What follows belongs to an exercise in optimizing a design on an open flow for small area; a production flow would make more cautious choices. In this exercise RTL edits were held to simulation tests only and were not proved equivalent to the original. Power and IR drop assume default switching activity.

==> inputs of 02-06 <==
==> flow/design.v <==
package bpu_pkg;
  localparam logic [1:0] CTR_SNT = 2'b00;
  localparam logic [1:0] CTR_WNT = 2'b01;
  localparam logic [1:0] CTR_WT  = 2'b10;
  localparam logic [1:0] CTR_ST  = 2'b11;
  function automatic logic [9:0] fold_tag(input logic [24:0] hi);
    fold_tag = '0;
    for (int i = 0; i < 25; i++) begin
      fold_tag[i % 10] = fold_tag[i % 10] ^ hi[i];
    end
  endfunction
  function automatic logic [1:0] ctr_next(input logic [1:0] ctr, input logic taken);
    if (taken) ctr_next = (ctr == CTR_ST)  ? CTR_ST  : ctr + 2'b01;
    else       ctr_next = (ctr == CTR_SNT) ? CTR_SNT : ctr - 2'b01;
  endfunction
endpackage
module ubtb_way_sel (
  input  logic [2:0] i_st,
  output logic [3:0] o_valid,
  output logic [2:0] o_st_next
);
  assign o_valid[0] = i_st[2] | i_st[1] | i_st[0];
  assign o_valid[1] = i_st[2] | i_st[1];
  assign o_valid[2] = i_st[2] | (i_st[1] & i_st[0]);
  assign o_valid[3] = i_st[2];
  assign o_st_next = {i_st[2] | (i_st[1] & i_st[0]), i_st[1] ^ i_st[0], ~i_st[0]};
endmodule
module ubtb_bit (
  input  logic i_clk,
  input  logic i_we,
  input  logic i_keep,
  input  logic i_d,
  output logic o_q
);
  logic r_q;
  always_ff @(posedge i_clk) begin
    r_q <= (i_we & i_d) | (i_keep & r_q);
  end
  assign o_q = r_q;
endmodule
module ubtb_sa #(
  parameter int MXLEN   = 32,
  parameter int SETS    = 16,
  parameter int WAYS    = 4,
  parameter int FETCH_W = 2,
  parameter int TAG_LEN = 10
) (
  input  logic                       i_clk,
  input  logic                       i_rstn,
  input  logic                       i_lkp_valid,
  input  logic [MXLEN-1:0]           i_lkp_pc,
  output logic                       o_pred_valid,
  output logic                       o_pred_hit,
  output logic                       o_pred_taken,
  output logic [$clog2(FETCH_W)-1:0] o_pred_slot,
  output logic [MXLEN-1:0]           o_pred_target,
  input  logic                       i_upd_valid,
  input  logic [MXLEN-1:0]           i_upd_pc,
  input  logic                       i_upd_taken,
  input  logic [MXLEN-1:0]           i_upd_target,
  input  logic                       i_flush
);
  localparam int NE = SETS * WAYS;
  logic [NE-1:0][TAG_LEN-1:0] r_tag;
  logic [NE-1:0]              r_slot;
  logic [NE-1:0][MXLEN-1:0]   r_tgt;
  logic [NE-1:0][1:0]         r_ctr;
  logic [SETS-1:0][2:0]       r_st;
  logic       w_l_slot, w_u_slot;
  logic [3:0] w_l_idx,  w_u_idx;
  logic [9:0] w_l_tag,  w_u_tag;
  assign w_l_slot = i_lkp_pc[2];
  assign w_l_idx  = i_lkp_pc[6:3];
  assign w_l_tag  = bpu_pkg::fold_tag(i_lkp_pc[31:7]);
  assign w_u_slot = i_upd_pc[2];
  assign w_u_idx  = i_upd_pc[6:3];
  assign w_u_tag  = bpu_pkg::fold_tag(i_upd_pc[31:7]);
  logic [SETS-1:0] w_l_sdec, w_u_sdec;
  always_comb begin
    for (int s = 0; s < SETS; s++) begin
      w_l_sdec[s] = (w_l_idx == 4'(s));
      w_u_sdec[s] = (w_u_idx == 4'(s));
    end
  end
  logic [WAYS-1:0]              w_l_v, w_l_s, w_l_c;
  logic [WAYS-1:0][TAG_LEN-1:0] w_l_t;
  logic [2:0]                   w_l_st, w_l_st_next_unused;
  always_comb begin
    w_l_s = '0; w_l_c = '0; w_l_t = '0; w_l_st = '0;
    for (int s = 0; s < SETS; s++) begin
      w_l_st = w_l_st | ({3{w_l_sdec[s]}} & r_st[s]);
      for (int w = 0; w < WAYS; w++) begin
        w_l_s[w] = w_l_s[w] | (w_l_sdec[s] & r_slot[s*WAYS+w]);
        w_l_c[w] = w_l_c[w] | (w_l_sdec[s] & r_ctr[s*WAYS+w][1]);
        w_l_t[w] = w_l_t[w] | ({TAG_LEN{w_l_sdec[s]}} & r_tag[s*WAYS+w]);
      end
    end
  end
  ubtb_way_sel u_l_st (
    .i_st      (w_l_st),
    .o_valid   (w_l_v),
    .o_st_next (w_l_st_next_unused)
  );
  logic [WAYS-1:0] w_l_qual, w_l_tk, w_l_sel;
  logic            w_l_hit, w_l_taken, w_l_tk0;
  always_comb begin
    for (int w = 0; w < WAYS; w++) begin
      w_l_qual[w] = w_l_v[w] & (w_l_t[w] == w_l_tag) & (w_l_s[w] | ~w_l_slot);
      w_l_tk[w]   = w_l_qual[w] & w_l_c[w];
    end
    w_l_hit   = |w_l_qual;
    w_l_taken = |w_l_tk;
    w_l_tk0   = |(w_l_tk & ~w_l_s);
    for (int w = 0; w < WAYS; w++) w_l_sel[w] = w_l_tk[w] & (~w_l_s[w] | ~w_l_tk0);
  end
  logic [MXLEN-1:0] w_l_tgt;
  always_comb begin
    w_l_tgt = '0;
    for (int s = 0; s < SETS; s++) begin
      for (int w = 0; w < WAYS; w++) begin
        w_l_tgt = w_l_tgt | ({MXLEN{w_l_sdec[s] & w_l_sel[w]}} & r_tgt[s*WAYS+w]);
      end
    end
  end
  logic [WAYS-1:0]              w_u_v, w_u_s;
  logic [WAYS-1:0][1:0]         w_u_c;
  logic [WAYS-1:0][TAG_LEN-1:0] w_u_t;
  logic [2:0]                   w_u_st, w_u_st_next;
  always_comb begin
    w_u_s = '0; w_u_c = '0; w_u_t = '0; w_u_st = '0;
    for (int s = 0; s < SETS; s++) begin
      w_u_st = w_u_st | ({3{w_u_sdec[s]}} & r_st[s]);
      for (int w = 0; w < WAYS; w++) begin
        w_u_s[w] = w_u_s[w] | (w_u_sdec[s] & r_slot[s*WAYS+w]);
        w_u_c[w] = w_u_c[w] | ({2{w_u_sdec[s]}} & r_ctr[s*WAYS+w]);
        w_u_t[w] = w_u_t[w] | ({TAG_LEN{w_u_sdec[s]}} & r_tag[s*WAYS+w]);
      end
    end
  end
  ubtb_way_sel u_u_st (
    .i_st      (w_u_st),
    .o_valid   (w_u_v),
    .o_st_next (w_u_st_next)
  );
  logic [WAYS-1:0] w_u_m, w_u_alloc_way, w_pay_way, w_ctr_way;
  logic            w_u_hit;
  logic [1:0]      w_u_cm, w_ctr_wdata;
  always_comb begin
    w_u_cm = '0;
    for (int w = 0; w < WAYS; w++) begin
      w_u_m[w] = w_u_v[w] & (w_u_t[w] == w_u_tag) & (w_u_s[w] == w_u_slot);
      w_u_cm   = w_u_cm | ({2{w_u_m[w]}} & w_u_c[w]);
      w_u_alloc_way[w] = (w_u_st[1:0] == 2'(w));
    end
    w_u_hit = |w_u_m;
    for (int w = 0; w < WAYS; w++) begin
      w_pay_way[w] = i_upd_valid & i_upd_taken & (w_u_hit ? w_u_m[w] : w_u_alloc_way[w]);
      w_ctr_way[w] = i_upd_valid & (w_u_hit ? w_u_m[w] : (i_upd_taken & w_u_alloc_way[w]));
    end
    w_ctr_wdata = w_u_hit ? bpu_pkg::ctr_next(w_u_cm, i_upd_taken) : bpu_pkg::CTR_WT;
  end
  logic [TAG_LEN+MXLEN:0] w_pay_d;
  assign w_pay_d = {w_u_tag, w_u_slot, i_upd_target};
  for (genvar e = 0; e < NE; e++) begin : g_ent
    logic                         w_pay_we, w_ctr_we;
    logic [TAG_LEN+MXLEN:0]       w_pay_q;
    assign w_pay_we = w_u_sdec[e / WAYS] & w_pay_way[e % WAYS];
    assign w_ctr_we = w_u_sdec[e / WAYS] & w_ctr_way[e % WAYS];
    for (genvar b = 0; b < TAG_LEN + 1 + MXLEN; b++) begin : g_pay
      ubtb_bit u_bit (
        .i_clk  (i_clk),
        .i_we   (w_pay_we),
        .i_keep (~w_pay_we),
        .i_d    (w_pay_d[b]),
        .o_q    (w_pay_q[b])
      );
    end
    assign {r_tag[e], r_slot[e], r_tgt[e]} = w_pay_q;
    for (genvar b = 0; b < 2; b++) begin : g_ctr
      ubtb_bit u_bit (
        .i_clk  (i_clk),
        .i_we   (w_ctr_we),
        .i_keep (~w_ctr_we),
        .i_d    (w_ctr_wdata[b]),
        .o_q    (r_ctr[e][b])
      );
    end
  end
  logic w_alloc;
  assign w_alloc = i_upd_valid & i_upd_taken & ~w_u_hit;
  always_ff @(posedge i_clk or negedge i_rstn) begin
    if (!i_rstn) begin
      r_st <= '0;
    end else begin
      for (int s = 0; s < SETS; s++) begin
        if (i_flush)                     r_st[s] <= '0;
        else if (w_alloc & w_u_sdec[s])  r_st[s] <= w_u_st_next;
      end
    end
  end
  logic             r_pred_valid, r_pred_hit, r_pred_taken, r_pred_slot;
  logic [MXLEN-1:0] r_pred_target;
  always_ff @(posedge i_clk or negedge i_rstn) begin
    if (!i_rstn) begin
      r_pred_valid  <= 1'b0;
      r_pred_hit    <= 1'b0;
      r_pred_taken  <= 1'b0;
      r_pred_slot   <= 1'b0;
      r_pred_target <= '0;
    end else begin
      r_pred_valid  <= i_lkp_valid;
      r_pred_hit    <= i_lkp_valid & w_l_hit;
      r_pred_taken  <= i_lkp_valid & w_l_taken;
      r_pred_slot   <= i_lkp_valid & w_l_taken & ~w_l_tk0;
      r_pred_target <= {MXLEN{i_lkp_valid}} & w_l_tgt;
    end
  end
  assign o_pred_valid  = r_pred_valid;
  assign o_pred_hit    = r_pred_hit;
  assign o_pred_taken  = r_pred_taken;
  assign o_pred_slot   = r_pred_slot;
  assign o_pred_target = r_pred_target;
endmodule
==> flow/flow/run.sh <==
#!/bin/bash
# Layout flow: the standard flow, except that ABC maps the combinational logic with an
# area-oriented script (flow/area.abc) instead of ORFS's speed script. Synthesis is otherwise
# the standard flow's own (synth_recipe.tcl: no fsm/share, flatten, rename), so registers are unchanged.
set -euo pipefail
W=$PWD
F=$W/flow

# ORFS's synth.tcl with only the ABC script swapped.
sed 's#log_cmd abc {\*}\$abc_args#log_cmd abc {*}[lreplace $abc_args 1 1 '"$F"'/area.abc]#' \
  "$FLOW_HOME/scripts/synth.tcl" > "$W/area_synth.tcl"
grep -q "area.abc" "$W/area_synth.tcl"
# synth_recipe.tcl, sourcing the modified synth.tcl.
sed 's#source \$::env(SCRIPTS_DIR)/synth.tcl#source '"$W"'/area_synth.tcl#' \
  "$W/synth_recipe.tcl" > "$W/area_synth_recipe.tcl"
grep -q "area_synth.tcl" "$W/area_synth_recipe.tcl"

make -C "$FLOW_HOME" DESIGN_CONFIG="$W/config.mk" WORK_HOME="$W/orfs" CLKGATE_MAP_FILE= \
  SYNTH_SCRIPT="$W/area_synth_recipe.tcl" synth > "$W/synth.log" 2>&1

# The rest of the layout is the standard flow on that netlist.
bash "$W/standard.sh" > "$W/layout.log" 2>&1
==> flow/flow/area.abc <==
&get -n
&st
&syn2
&dch
&nf -a -R 1000 -C 32
&st
&dch
&nf -a -R 1000 -C 32
&put
==> flow/standard.sh <==
#!/bin/bash
# synth_recipe.tcl (not shown) runs the flow's synth.tcl, then flattens the netlist and writes it again
# the make line also repeats each setting of config.mk as NAME=value (left out here)
make -C /OpenROAD-flow-scripts/flow DESIGN_CONFIG=/design/flow/config.mk WORK_HOME=/design/flow/orfs CLKGATE_MAP_FILE= SYNTH_SCRIPT=/design/flow/synth_recipe.tcl "${@:-finish}"
==> flow/config.mk <==
export PLATFORM = sky130hd
export DESIGN_NAME = ubtb_sa
export DESIGN_NICKNAME = ubtb_sa
export VERILOG_FILES = /design/flow/design.v
export SDC_FILE = /design/flow/constraint.sdc
export NUM_CORES = 4
export LEC_CHECK = 0
export CAP_MARGIN = 20
export CORE_MARGIN = 2
export CORE_UTILIZATION = 45
export SLEW_MARGIN = 20
export SYNTH_HIERARCHICAL = 1
==> flow/constraint.sdc <==
create_clock -name core_clock -period 12.0 [get_ports {i_clk}]
set_input_delay 2.4000 -clock core_clock [delete_from_list [all_inputs] [get_ports {i_clk}]]
set_output_delay 2.4000 -clock core_clock [all_outputs]
set_load 0.01 [all_outputs]
==> inputs of 01-05, as changes to 02-06 <==
==> flow/design.v, changed modules only <==
module ubtb_ao3 (
  input  logic [2:0] i_s,
  input  logic [2:0] i_d,
  output logic       o_n
);
  assign o_n = ~|(i_s & i_d);
endmodule
module ubtb_rd #(
  parameter int N = 16
) (
  input  logic [N-1:0] i_s,
  input  logic [N-1:0] i_d,
  output logic         o_y
);
  localparam int NG = N / 3;
  localparam int NR = N - 3 * NG;
  logic [NG-1:0] w_n;
  for (genvar g = 0; g < NG; g++) begin : g_ao
    ubtb_ao3 u_ao3 (
      .i_s (i_s[3*g +: 3]),
      .i_d (i_d[3*g +: 3]),
      .o_n (w_n[g])
    );
  end
  if (NR == 0) begin : g_r0
    assign o_y = ~&w_n;
  end else begin : g_rn
    assign o_y = (~&w_n) | (|(i_s[N-1:3*NG] & i_d[N-1:3*NG]));
  end
endmodule
module ubtb_sa #(
  parameter int MXLEN   = 32,
  parameter int SETS    = 16,
  parameter int WAYS    = 4,
  parameter int FETCH_W = 2,
  parameter int TAG_LEN = 10
) (
  input  logic                       i_clk,
  input  logic                       i_rstn,
  input  logic                       i_lkp_valid,
  input  logic [MXLEN-1:0]           i_lkp_pc,
  output logic                       o_pred_valid,
  output logic                       o_pred_hit,
  output logic                       o_pred_taken,
  output logic [$clog2(FETCH_W)-1:0] o_pred_slot,
  output logic [MXLEN-1:0]           o_pred_target,
  input  logic                       i_upd_valid,
  input  logic [MXLEN-1:0]           i_upd_pc,
  input  logic                       i_upd_taken,
  input  logic [MXLEN-1:0]           i_upd_target,
  input  logic                       i_flush
);
  localparam int NE = SETS * WAYS;
  logic [NE-1:0][TAG_LEN-1:0] r_tag;
  logic [NE-1:0]              r_slot;
  logic [NE-1:0][MXLEN-1:0]   r_tgt;
  logic [NE-1:0][1:0]         r_ctr;
  logic [SETS-1:0][2:0]       r_st;
  logic       w_l_slot, w_u_slot;
  logic [3:0] w_l_idx,  w_u_idx;
  logic [9:0] w_l_tag,  w_u_tag;
  assign w_l_slot = i_lkp_pc[2];
  assign w_l_idx  = i_lkp_pc[6:3];
  assign w_l_tag  = bpu_pkg::fold_tag(i_lkp_pc[31:7]);
  assign w_u_slot = i_upd_pc[2];
  assign w_u_idx  = i_upd_pc[6:3];
  assign w_u_tag  = bpu_pkg::fold_tag(i_upd_pc[31:7]);
  logic [SETS-1:0] w_l_sdec, w_u_sdec;
  always_comb begin
    for (int s = 0; s < SETS; s++) begin
      w_l_sdec[s] = (w_l_idx == 4'(s));
      w_u_sdec[s] = (w_u_idx == 4'(s));
    end
  end
  logic [WAYS-1:0]              w_l_v, w_l_s, w_l_c;
  logic [WAYS-1:0][TAG_LEN-1:0] w_l_t;
  logic [2:0]                   w_l_st, w_l_st_next_unused;
  logic [WAYS-1:0][TAG_LEN+1:0] w_l_rd;
  logic [SETS-1:0][2:0]         w_st_t;
  always_comb begin
    for (int s = 0; s < SETS; s++) w_st_t[s] = r_st[s];
  end
  for (genvar b = 0; b < 3; b++) begin : g_l_st
    logic [SETS-1:0] w_d;
    for (genvar s = 0; s < SETS; s++) begin : g_s
      assign w_d[s] = w_st_t[s][b];
    end
    ubtb_rd #(.N(SETS)) u_rd (.i_s(w_l_sdec), .i_d(w_d), .o_y(w_l_st[b]));
  end
  for (genvar w = 0; w < WAYS; w++) begin : g_l_way
    for (genvar b = 0; b < TAG_LEN + 2; b++) begin : g_b
      logic [SETS-1:0] w_d;
      for (genvar s = 0; s < SETS; s++) begin : g_s
        assign w_d[s] = (b < TAG_LEN) ? r_tag[s*WAYS+w][b % TAG_LEN] :
                        (b == TAG_LEN) ? r_slot[s*WAYS+w] : r_ctr[s*WAYS+w][1];
      end
      ubtb_rd #(.N(SETS)) u_rd (.i_s(w_l_sdec), .i_d(w_d), .o_y(w_l_rd[w][b]));
    end
    assign w_l_t[w] = w_l_rd[w][TAG_LEN-1:0];
    assign w_l_s[w] = w_l_rd[w][TAG_LEN];
    assign w_l_c[w] = w_l_rd[w][TAG_LEN+1];
  end
  ubtb_way_sel u_l_st (
    .i_st      (w_l_st),
    .o_valid   (w_l_v),
    .o_st_next (w_l_st_next_unused)
  );
  logic [WAYS-1:0] w_l_qual, w_l_tk, w_l_sel;
  logic            w_l_hit, w_l_taken, w_l_tk0;
  always_comb begin
    for (int w = 0; w < WAYS; w++) begin
      w_l_qual[w] = w_l_v[w] & (w_l_t[w] == w_l_tag) & (w_l_s[w] | ~w_l_slot);
      w_l_tk[w]   = w_l_qual[w] & w_l_c[w];
    end
    w_l_hit   = |w_l_qual;
    w_l_taken = |w_l_tk;
    w_l_tk0   = |(w_l_tk & ~w_l_s);
    for (int w = 0; w < WAYS; w++) w_l_sel[w] = i_lkp_valid & w_l_tk[w] & (~w_l_s[w] | ~w_l_tk0);
  end
  logic [NE-1:0]    w_l_esel;
  logic [MXLEN-1:0] w_l_tgt;
  always_comb begin
    for (int s = 0; s < SETS; s++)
      for (int w = 0; w < WAYS; w++)
        w_l_esel[s*WAYS+w] = w_l_sdec[s] & w_l_sel[w];
  end
  for (genvar b = 0; b < MXLEN; b++) begin : g_l_tgt
    logic [NE-1:0] w_d;
    for (genvar e = 0; e < NE; e++) begin : g_e
      assign w_d[e] = r_tgt[e][b];
    end
    ubtb_rd #(.N(NE)) u_rd (.i_s(w_l_esel), .i_d(w_d), .o_y(w_l_tgt[b]));
  end
  logic [WAYS-1:0]              w_u_v, w_u_s;
  logic [WAYS-1:0][1:0]         w_u_c;
  logic [WAYS-1:0][TAG_LEN-1:0] w_u_t;
  logic [2:0]                   w_u_st, w_u_st_next;
  logic [WAYS-1:0][TAG_LEN+2:0] w_u_rd;
  for (genvar b = 0; b < 3; b++) begin : g_u_st
    logic [SETS-1:0] w_d;
    for (genvar s = 0; s < SETS; s++) begin : g_s
      assign w_d[s] = w_st_t[s][b];
    end
    ubtb_rd #(.N(SETS)) u_rd (.i_s(w_u_sdec), .i_d(w_d), .o_y(w_u_st[b]));
  end
  for (genvar w = 0; w < WAYS; w++) begin : g_u_way
    for (genvar b = 0; b < TAG_LEN + 3; b++) begin : g_b
      logic [SETS-1:0] w_d;
      for (genvar s = 0; s < SETS; s++) begin : g_s
        assign w_d[s] = (b < TAG_LEN) ? r_tag[s*WAYS+w][b % TAG_LEN] :
                        (b == TAG_LEN) ? r_slot[s*WAYS+w] : r_ctr[s*WAYS+w][b - TAG_LEN - 1];
      end
      ubtb_rd #(.N(SETS)) u_rd (.i_s(w_u_sdec), .i_d(w_d), .o_y(w_u_rd[w][b]));
    end
    assign w_u_t[w] = w_u_rd[w][TAG_LEN-1:0];
    assign w_u_s[w] = w_u_rd[w][TAG_LEN];
    assign w_u_c[w] = w_u_rd[w][TAG_LEN+2:TAG_LEN+1];
  end
  ubtb_way_sel u_u_st (
    .i_st      (w_u_st),
    .o_valid   (w_u_v),
    .o_st_next (w_u_st_next)
  );
  logic [WAYS-1:0] w_u_m, w_u_alloc_way, w_pay_way, w_ctr_way;
  logic            w_u_hit;
  logic [1:0]      w_u_cm, w_ctr_wdata;
  always_comb begin
    w_u_cm = '0;
    for (int w = 0; w < WAYS; w++) begin
      w_u_m[w] = w_u_v[w] & (w_u_t[w] == w_u_tag) & (w_u_s[w] == w_u_slot);
      w_u_cm   = w_u_cm | ({2{w_u_m[w]}} & w_u_c[w]);
      w_u_alloc_way[w] = (w_u_st[1:0] == 2'(w));
    end
    w_u_hit = |w_u_m;
    for (int w = 0; w < WAYS; w++) begin
      w_pay_way[w] = i_upd_valid & i_upd_taken & (w_u_hit ? w_u_m[w] : w_u_alloc_way[w]);
      w_ctr_way[w] = i_upd_valid & (w_u_hit ? w_u_m[w] : (i_upd_taken & w_u_alloc_way[w]));
    end
    w_ctr_wdata = w_u_hit ? bpu_pkg::ctr_next(w_u_cm, i_upd_taken) : bpu_pkg::CTR_WT;
  end
  logic [TAG_LEN+MXLEN:0] w_pay_d;
  assign w_pay_d = {w_u_tag, w_u_slot, i_upd_target};
  for (genvar e = 0; e < NE; e++) begin : g_ent
    logic                         w_pay_we, w_ctr_we;
    logic [TAG_LEN+MXLEN:0]       w_pay_q;
    assign w_pay_we = w_u_sdec[e / WAYS] & w_pay_way[e % WAYS];
    assign w_ctr_we = w_u_sdec[e / WAYS] & w_ctr_way[e % WAYS];
    for (genvar b = 0; b < TAG_LEN + 1 + MXLEN; b++) begin : g_pay
      ubtb_bit u_bit (
        .i_clk  (i_clk),
        .i_we   (w_pay_we),
        .i_keep (~w_pay_we),
        .i_d    (w_pay_d[b]),
        .o_q    (w_pay_q[b])
      );
    end
    assign {r_tag[e], r_slot[e], r_tgt[e]} = w_pay_q;
    for (genvar b = 0; b < 2; b++) begin : g_ctr
      ubtb_bit u_bit (
        .i_clk  (i_clk),
        .i_we   (w_ctr_we),
        .i_keep (~w_ctr_we),
        .i_d    (w_ctr_wdata[b]),
        .o_q    (r_ctr[e][b])
      );
    end
  end
  logic w_alloc;
  assign w_alloc = i_upd_valid & i_upd_taken & ~w_u_hit;
  always_ff @(posedge i_clk or negedge i_rstn) begin
    if (!i_rstn) begin
      r_st <= '0;
    end else begin
      for (int s = 0; s < SETS; s++) begin
        if (i_flush)                     r_st[s] <= '0;
        else if (w_alloc & w_u_sdec[s])  r_st[s] <= w_u_st_next;
      end
    end
  end
  logic             r_pred_valid, r_pred_hit, r_pred_taken, r_pred_slot;
  logic [MXLEN-1:0] r_pred_target;
  always_ff @(posedge i_clk or negedge i_rstn) begin
    if (!i_rstn) begin
      r_pred_valid  <= 1'b0;
      r_pred_hit    <= 1'b0;
      r_pred_taken  <= 1'b0;
      r_pred_slot   <= 1'b0;
      r_pred_target <= '0;
    end else begin
      r_pred_valid  <= i_lkp_valid;
      r_pred_hit    <= i_lkp_valid & w_l_hit;
      r_pred_taken  <= i_lkp_valid & w_l_taken;
      r_pred_slot   <= i_lkp_valid & w_l_taken & ~w_l_tk0;
      r_pred_target <= w_l_tgt;
    end
  end
  assign o_pred_valid  = r_pred_valid;
  assign o_pred_hit    = r_pred_hit;
  assign o_pred_taken  = r_pred_taken;
  assign o_pred_slot   = r_pred_slot;
  assign o_pred_target = r_pred_target;
endmodule
--- a/flow/flow/run.sh
+++ b/flow/flow/run.sh
@@ -1,5 +1,6 @@
 #!/bin/bash
-# Layout flow: the standard flow, except that ABC maps the combinational logic with an
+# Layout flow: the standard flow, except that the clock tree and port buffers are
+# lighter (see below) and that ABC maps the combinational logic with an
 # area-oriented script (flow/area.abc) instead of ORFS's speed script. Synthesis is otherwise
 # the standard flow's own (synth_recipe.tcl: no fsm/share, flatten, rename), so registers are unchanged.
 set -euo pipefail
@@ -18,5 +19,9 @@
 make -C "$FLOW_HOME" DESIGN_CONFIG="$W/config.mk" WORK_HOME="$W/orfs" CLKGATE_MAP_FILE= \
   SYNTH_SCRIPT="$W/area_synth_recipe.tcl" synth > "$W/synth.log" 2>&1
 
-# The rest of the layout is the standard flow on that netlist.
+# The rest of the layout is the standard flow on that netlist, with a lighter clock tree
+# (clkbuf_16 only, larger sink clusters, no dummy balancing loads) and the ports buffered with
+# buf_1 cells.
+export CTS_ARGS="-sink_clustering_enable -repair_clock_nets -dont_use_dummy_load -buf_list {sky130_fd_sc_hd__clkbuf_16} -sink_clustering_size 25 -sink_clustering_max_diameter 80 -sink_clustering_levels 1"
+export BUFFER_PORTS_ARGS="-inputs -outputs -buffer_cell sky130_fd_sc_hd__buf_1"
 bash "$W/standard.sh" > "$W/layout.log" 2>&1
- CAP_MARGIN: 20 -> 5
- PLACE_DENSITY: not set -> 0.5
- SLEW_MARGIN: 20 -> 5
==> inputs of 06-08, as changes to 02-06 <==
--- a/flow/design.v
+++ b/flow/design.v
@@ -111,7 +111,7 @@
     w_l_hit   = |w_l_qual;
     w_l_taken = |w_l_tk;
     w_l_tk0   = |(w_l_tk & ~w_l_s);
-    for (int w = 0; w < WAYS; w++) w_l_sel[w] = w_l_tk[w] & (~w_l_s[w] | ~w_l_tk0);
+    for (int w = 0; w < WAYS; w++) w_l_sel[w] = i_lkp_valid & w_l_tk[w] & (~w_l_s[w] | ~w_l_tk0);
   end
   logic [MXLEN-1:0] w_l_tgt;
   always_comb begin
@@ -212,7 +212,7 @@
       r_pred_hit    <= i_lkp_valid & w_l_hit;
       r_pred_taken  <= i_lkp_valid & w_l_taken;
       r_pred_slot   <= i_lkp_valid & w_l_taken & ~w_l_tk0;
-      r_pred_target <= {MXLEN{i_lkp_valid}} & w_l_tgt;
+      r_pred_target <= w_l_tgt;
     end
   end
   assign o_pred_valid  = r_pred_valid;
--- a/flow/flow/run.sh
+++ b/flow/flow/run.sh
@@ -1,5 +1,6 @@
 #!/bin/bash
-# Layout flow: the standard flow, except that ABC maps the combinational logic with an
+# Layout flow: the standard flow, except that the clock tree and port buffers are
+# lighter (see below) and that ABC maps the combinational logic with an
 # area-oriented script (flow/area.abc) instead of ORFS's speed script. Synthesis is otherwise
 # the standard flow's own (synth_recipe.tcl: no fsm/share, flatten, rename), so registers are unchanged.
 set -euo pipefail
@@ -18,5 +19,9 @@
 make -C "$FLOW_HOME" DESIGN_CONFIG="$W/config.mk" WORK_HOME="$W/orfs" CLKGATE_MAP_FILE= \
   SYNTH_SCRIPT="$W/area_synth_recipe.tcl" synth > "$W/synth.log" 2>&1
 
-# The rest of the layout is the standard flow on that netlist.
+# The rest of the layout is the standard flow on that netlist, with a lighter clock tree
+# (clkbuf_8/16, larger sink clusters, no dummy balancing loads) and the ports buffered with
+# buf_1 cells.
+export CTS_ARGS="-sink_clustering_enable -repair_clock_nets -dont_use_dummy_load -buf_list {sky130_fd_sc_hd__clkbuf_8 sky130_fd_sc_hd__clkbuf_16} -sink_clustering_size 25 -sink_clustering_max_diameter 60"
+export BUFFER_PORTS_ARGS="-inputs -outputs -buffer_cell sky130_fd_sc_hd__buf_1"
 bash "$W/standard.sh" > "$W/layout.log" 2>&1
- CAP_MARGIN: 20 -> 5
- PLACE_DENSITY: not set -> 0.5
- SLEW_MARGIN: 20 -> 5
==> comparison <==
Between 02-06 and 01-05, the lower wire length is in 01-05 (gap 3.3%, measured against 01-05). Of 06-08 and 01-05, 06-08 has the higher via count (gap about 4.6%, measured against 01-05). Fmax: 06-08 > 02-06 > 01-05. Against 02-06, the clock-buffer cell count of 06-08 is lower by 281. In sequential power, 02-06 and 06-08 hardly differ.
==> figures <==
Number of global-route vias before repair: 01-05 88.1k; 02-06 95.6k; 06-08 92.7k
Capture point of the critical path: 01-05 r_pred_target[6]; 02-06 r_pred_target[12]; 06-08 r_pred_target[12]
Part of the cycle the worst path needs: 01-05 0.894; 02-06 0.870; 06-08 0.831
Maximum single-stage delay on the critical path: 01-05 1.04 ns; 02-06 0.90 ns; 06-08 0.88 ns
Comb_multi_in: 01-05 5315; 02-06 5969; 06-08 5936
Status: 01-05 timing/DRC/antenna clean; 02-06 timing/DRC/antenna clean; 06-08 timing/DRC/antenna clean
Post-Syn Instances: 01-05 8463; 02-06 9078; 06-08 9047
Met3 capacity usage during global routing: 01-05 0.0945; 02-06 0.123; 06-08 0.120
Number of well taps: 01-05 3026; 02-06 3150; 06-08 3150
Critical path arrival: 01-05 11.36 ns; 02-06 11.25 ns; 06-08 10.70 ns
Maximum net fanout on the critical path: 01-05 23; 02-06 28; 06-08 23
Routed wl met2: 01-05 200 mm; 02-06 198 mm; 06-08 212 mm

==> re-timing with driven ports <==
In the flow no input, the clock included, has a driving cell. The finished layouts below were timed again as built, in two steps. Step 1 (the two cells are an assumption about what drives the block):
set clk [get_ports {i_clk}]
set_driving_cell -lib_cell sky130_fd_sc_hd__clkbuf_16 $clk
set_driving_cell -lib_cell sky130_fd_sc_hd__buf_2 [delete_from_list [all_inputs] $clk]
Step 2 adds t to the input delays and takes it off the output delays; t is the mean of the earliest and latest rising clock arrival at the registers after step 1. Input paths then give back, and output paths get back, about the clock's delay inside the block. a / b / c = ideal / step 1 / step 2; a / b = the first two.
run | t, ns | setup WS [ns] | hold slack, ns
02-06 | 1.030 | 1.559 / 1.561 / 0.531 | 0.468 / 0.468 / 0.468
01-05 | 0.919 | 1.273 / 1.221 / 0.302 | 0.475 / 0.475 / 0.475
06-08 | 0.930 | 2.029 / 1.938 / 1.008 | 0.469 / 0.469 / 0.469
After both steps every run listed still meets setup and hold. The setup slack of 02-06, which loses most, moves by +0.002 ns with the drivers and by -1.028 ns with both steps.
